This design comes from an exercise in tuning for small area, a short achievable clock period and few clock cycles on the open sky130 flow, not from production work. Only simulation tests tie the RTL to the original design; equivalence was not proved. No activity file was given, so power comes from the tool's default toggle rates.

Design attention_top, start of the top module:
module attention_top (
  input  logic                  clk,
  input  logic                  reset_n,
  input  logic                  dut_valid,
  output logic                  dut_ready,
  output attention_pkg::addr_t  input_read_address,
  input  attention_pkg::data_t  input_read_data,
  output attention_pkg::addr_t  weight_read_address,
  input  attention_pkg::data_t  weight_read_data,
  output logic                  result_write_enable,
  output attention_pkg::addr_t  result_write_address,
  output attention_pkg::data_t  result_write_data,
  output attention_pkg::addr_t  result_read_address,
  input  attention_pkg::data_t  result_read_data,
  output logic                  scratchpad_write_enable,
  output attention_pkg::addr_t  scratchpad_write_address,
  output attention_pkg::data_t  scratchpad_write_data,
  output attention_pkg::addr_t  scratchpad_read_address,
  input  attention_pkg::data_t  scratchpad_read_data
);
  localparam int NB = 95;
  localparam int NW = 6;
  localparam int EW = 11;
  localparam int DW = 11;
  logic                 ready;
  logic                 st_dims;      
  logic                 st_issue;     
  logic                 proj;         
  logic [1:0]           hold;         
  logic [NW-1:0]        n_r;
  logic [DW-1:0]        d_r;
  logic [EW-1:0]        kre;          
  logic [EW-1:0]        kc;           
  logic [DW-1:0]        cc;           
  logic [NW-1:0]        rc;           
  logic [1:0]           mc;           
  logic                 kfirst;       
  logic                 kl, cl, rl, ml;
  logic                 kre1, n1, d1;
  logic [DW-1:0]        cre;          
  logic                 cre1;
  assign cre  = proj ? d_r : DW'(n_r);
  assign cre1 = proj ? d1 : n1;
  logic                 hz;           
  attention_pkg::addr_t a_addr, a_inc, a_row, a_nxt;
  attention_pkg::addr_t b_addr, b_inc, b_mat, b_nxt;
  logic issue;
  assign issue = st_issue && (hz || proj);
  attention_pkg::addr_t a_sel, b_sel;
  always_comb
  begin
    if (!kl)
    begin
      a_sel = a_inc;
      b_sel = b_inc;
    end
    else if (!cl)
    begin
      a_sel = a_row;
      b_sel = b_inc;
    end
    else if (!rl)
    begin
      a_sel = a_inc;
      b_sel = b_mat;
    end
    else if (!ml)
  ...
make LEC_CHECK=0 CAP_MARGIN=20 CORE_MARGIN=2 CORE_UTILIZATION=40 CTS_CLUSTER_DIAMETER=100 CTS_CLUSTER_SIZE=25 PLACE_DENSITY=0.6 SLEW_MARGIN=20 finish   # period 12.5 ns
run.sh (not shown) runs the stock make flow with config.mk's settings and CLKGATE_MAP_FILE= SYNTH_SCRIPT=/design/flow/synth_recipe.tcl, a recipe that flattens the netlist after the stock synthesis.
Testbench counts at the start, summed over its fixed seeds: cycles 39,673.
==> next run, changes <==
--- a/flow/design.v
+++ b/flow/design.v
@@ -59,17 +59,17 @@
   assign two[15] = (b[31] & ~b[30] & ~b[29]) | (~b[31] & b[30] & b[29]);
   assign neg[15] = b[31];
 endmodule
 module mul_stage1 (
   input  logic [31:0] a,
   input  logic [15:0] one,
   input  logic [15:0] two,
   input  logic [15:0] neg,
-  output logic [94:0] bits
+  output logic [103:0] bits
 );
   logic pp0_0;
   logic pp0_1;
   logic pp0_2;
   logic pp0_3;
   logic pp0_4;
   logic pp0_5;
   logic pp0_6;
@@ -726,21 +726,16 @@
   logic t386;
   logic t387;
   logic t388;
   logic t389;
   logic t390;
   logic t391;
   logic t392;
   logic t393;
-  logic t394;
-  logic t395;
-  logic t396;
-  logic t397;
-  logic t398;
   assign pp0_0 = ((one[0] & a[0]) | (two[0] & 1'b0)) ^ neg[0];
   assign pp0_1 = ((one[0] & a[1]) | (two[0] & a[0])) ^ neg[0];
   assign pp0_2 = ((one[0] & a[2]) | (two[0] & a[1])) ^ neg[0];
   assign pp0_3 = ((one[0] & a[3]) | (two[0] & a[2])) ^ neg[0];
   assign pp0_4 = ((one[0] & a[4]) | (two[0] & a[3])) ^ neg[0];
   assign pp0_5 = ((one[0] & a[5]) | (two[0] & a[4])) ^ neg[0];
   assign pp0_6 = ((one[0] & a[6]) | (two[0] & a[5])) ^ neg[0];
   assign pp0_7 = ((one[0] & a[7]) | (two[0] & a[6])) ^ neg[0];
@@ -1200,21 +1195,16 @@
   assign {t380, t379} = t348 + t365 + t367;
   assign {t382, t381} = t369 + t371 + t373;
   assign {t384, t383} = t350 + t352 + t354;
   assign {t386, t385} = t375 + t377 + t379;
   assign {t388, t387} = t381 + t356 + t358;
   assign {t390, t389} = t383 + t385 + t360;
   assign {t392, t391} = t387 + t362;
   assign t393 = pp0_31 ^ pp1_29 ^ pp2_27 ^ pp3_25 ^ pp4_23 ^ pp5_21 ^ pp6_19 ^ pp7_17 ^ pp8_15 ^ pp9_13 ^ pp10_11 ^ pp11_9 ^ pp12_7 ^ pp13_5 ^ pp14_3 ^ pp15_1;
-  assign t394 = t366 ^ t368 ^ t370 ^ t372 ^ t374;
-  assign t395 = t376 ^ t378 ^ t380 ^ t382;
-  assign t396 = t384 ^ t386;
-  assign t397 = t388;
-  assign t398 = t390 ^ t392;
   assign bits[0] = neg[0];
   assign bits[1] = pp0_0;
   assign bits[2] = pp0_1;
   assign bits[3] = neg[1];
   assign bits[4] = pp0_2;
   assign bits[5] = pp1_0;
   assign bits[6] = pp0_3;
   assign bits[7] = pp1_1;
@@ -1295,24 +1285,33 @@
   assign bits[82] = t335;
   assign bits[83] = t336;
   assign bits[84] = t361;
   assign bits[85] = t363;
   assign bits[86] = t389;
   assign bits[87] = t364;
   assign bits[88] = t391;
   assign bits[89] = t393;
-  assign bits[90] = t394;
-  assign bits[91] = t395;
-  assign bits[92] = t396;
-  assign bits[93] = t397;
-  assign bits[94] = t398;
+  assign bits[90] = t366;
+  assign bits[91] = t368;
+  assign bits[92] = t370;
+  assign bits[93] = t372;
+  assign bits[94] = t374;
+  assign bits[95] = t376;
+  assign bits[96] = t378;
+  assign bits[97] = t380;
+  assign bits[98] = t382;
+  assign bits[99] = t384;
+  assign bits[100] = t386;
+  assign bits[101] = t388;
+  assign bits[102] = t390;
+  assign bits[103] = t392;
 endmodule
 module mul_stage2 (
-  input  logic [94:0] bits,
+  input  logic [103:0] bits,
   input  logic [31:0] acc,
   output logic [31:0] sum
 );
   logic [31:0] x0, x1;
   logic u1;
   logic u2;
   logic u3;
   logic u4;
@@ -1518,17 +1517,17 @@
   assign x0[23] = u88;
   assign x0[24] = u92;
   assign x0[25] = u96;
   assign x0[26] = u100;
   assign x0[27] = u104;
   assign x0[28] = u108;
   assign x0[29] = u112;
   assign x0[30] = u116;
-  assign x0[31] = (bits[89] ^ bits[90] ^ bits[91] ^ bits[92] ^ bits[93] ^ bits[94] ^ acc[31] ^ u118 ^ u120);
+  assign x0[31] = (bits[89] ^ bits[90] ^ bits[91] ^ bits[92] ^ bits[93] ^ bits[94] ^ bits[95] ^ bits[96] ^ bits[97] ^ bits[98] ^ bits[99] ^ bits[100] ^ bits[101] ^ bits[102] ^ bits[103] ^ acc[31] ^ u118 ^ u120);
   assign x1[0] = acc[0];
   assign x1[1] = u3;
   assign x1[2] = u7;
   assign x1[3] = u11;
   assign x1[4] = u15;
   assign x1[5] = u16;
   assign x1[6] = u23;
   assign x1[7] = u27;
@@ -1574,17 +1573,17 @@
   output attention_pkg::addr_t  result_read_address,
   input  attention_pkg::data_t  result_read_data,
   output logic                  scratchpad_write_enable,
   output attention_pkg::addr_t  scratchpad_write_address,
   output attention_pkg::data_t  scratchpad_write_data,
   output attention_pkg::addr_t  scratchpad_read_address,
   input  attention_pkg::data_t  scratchpad_read_data
 );
-  localparam int NB = 95;
+  localparam int NB = 104;
   localparam int NW = 6;
   localparam int EW = 11;
   localparam int DW = 11;
   logic                 ready;
   logic                 st_dims;      
   logic                 st_issue;     
   logic                 proj;         
   logic [1:0]           hold;         
After rerunning: The changed run passed the timing, DRC and antenna checks; global-route usage is about the same; hold slack is about the same; design area goes up slightly; first-iteration DRC count goes up by about a fifth; core utilization goes down by 0.13 points; non-clock buffer count goes up by 2; sequential power goes up slightly; register-to-register slack loses 30 ps; routed wire length goes up slightly; clock-buffer cell count goes down by 2; combinational power goes up by a few percent; clock skew hardly moves; sequential share of layout area hardly moves.
Testbench counts after the change, summed over its fixed seeds: cycles 39,673.

[static timing again, ports no longer ideal]
In the flow no input, the clock included, has a driving cell. The finished layouts below were timed again as built, in two steps.
Step 1: set_driving_cell puts a clkbuf_16 on clk and a buf_2 on each other input, an assumption about the parent block.
Step 2, shift: input delay + t, output delay - t, t = (earliest + latest rising clock arrival at the registers) / 2. This alone moves slack from input paths to output paths.
a / b / c = ideal ports / drivers / drivers and shift; a / b = the first two.
run	t (ns)	setup slack, ns	worst slew at a driven data input, ns
the first run	0.655	8.445 / 8.384 / 8.103	0.09
the second run	0.647	8.478 / 8.415 / 8.034	0.11
After both steps every run listed still meets setup and hold. The setup slack of the second run, which loses most, moves by -0.063 ns with the drivers and by -0.444 ns with both steps.
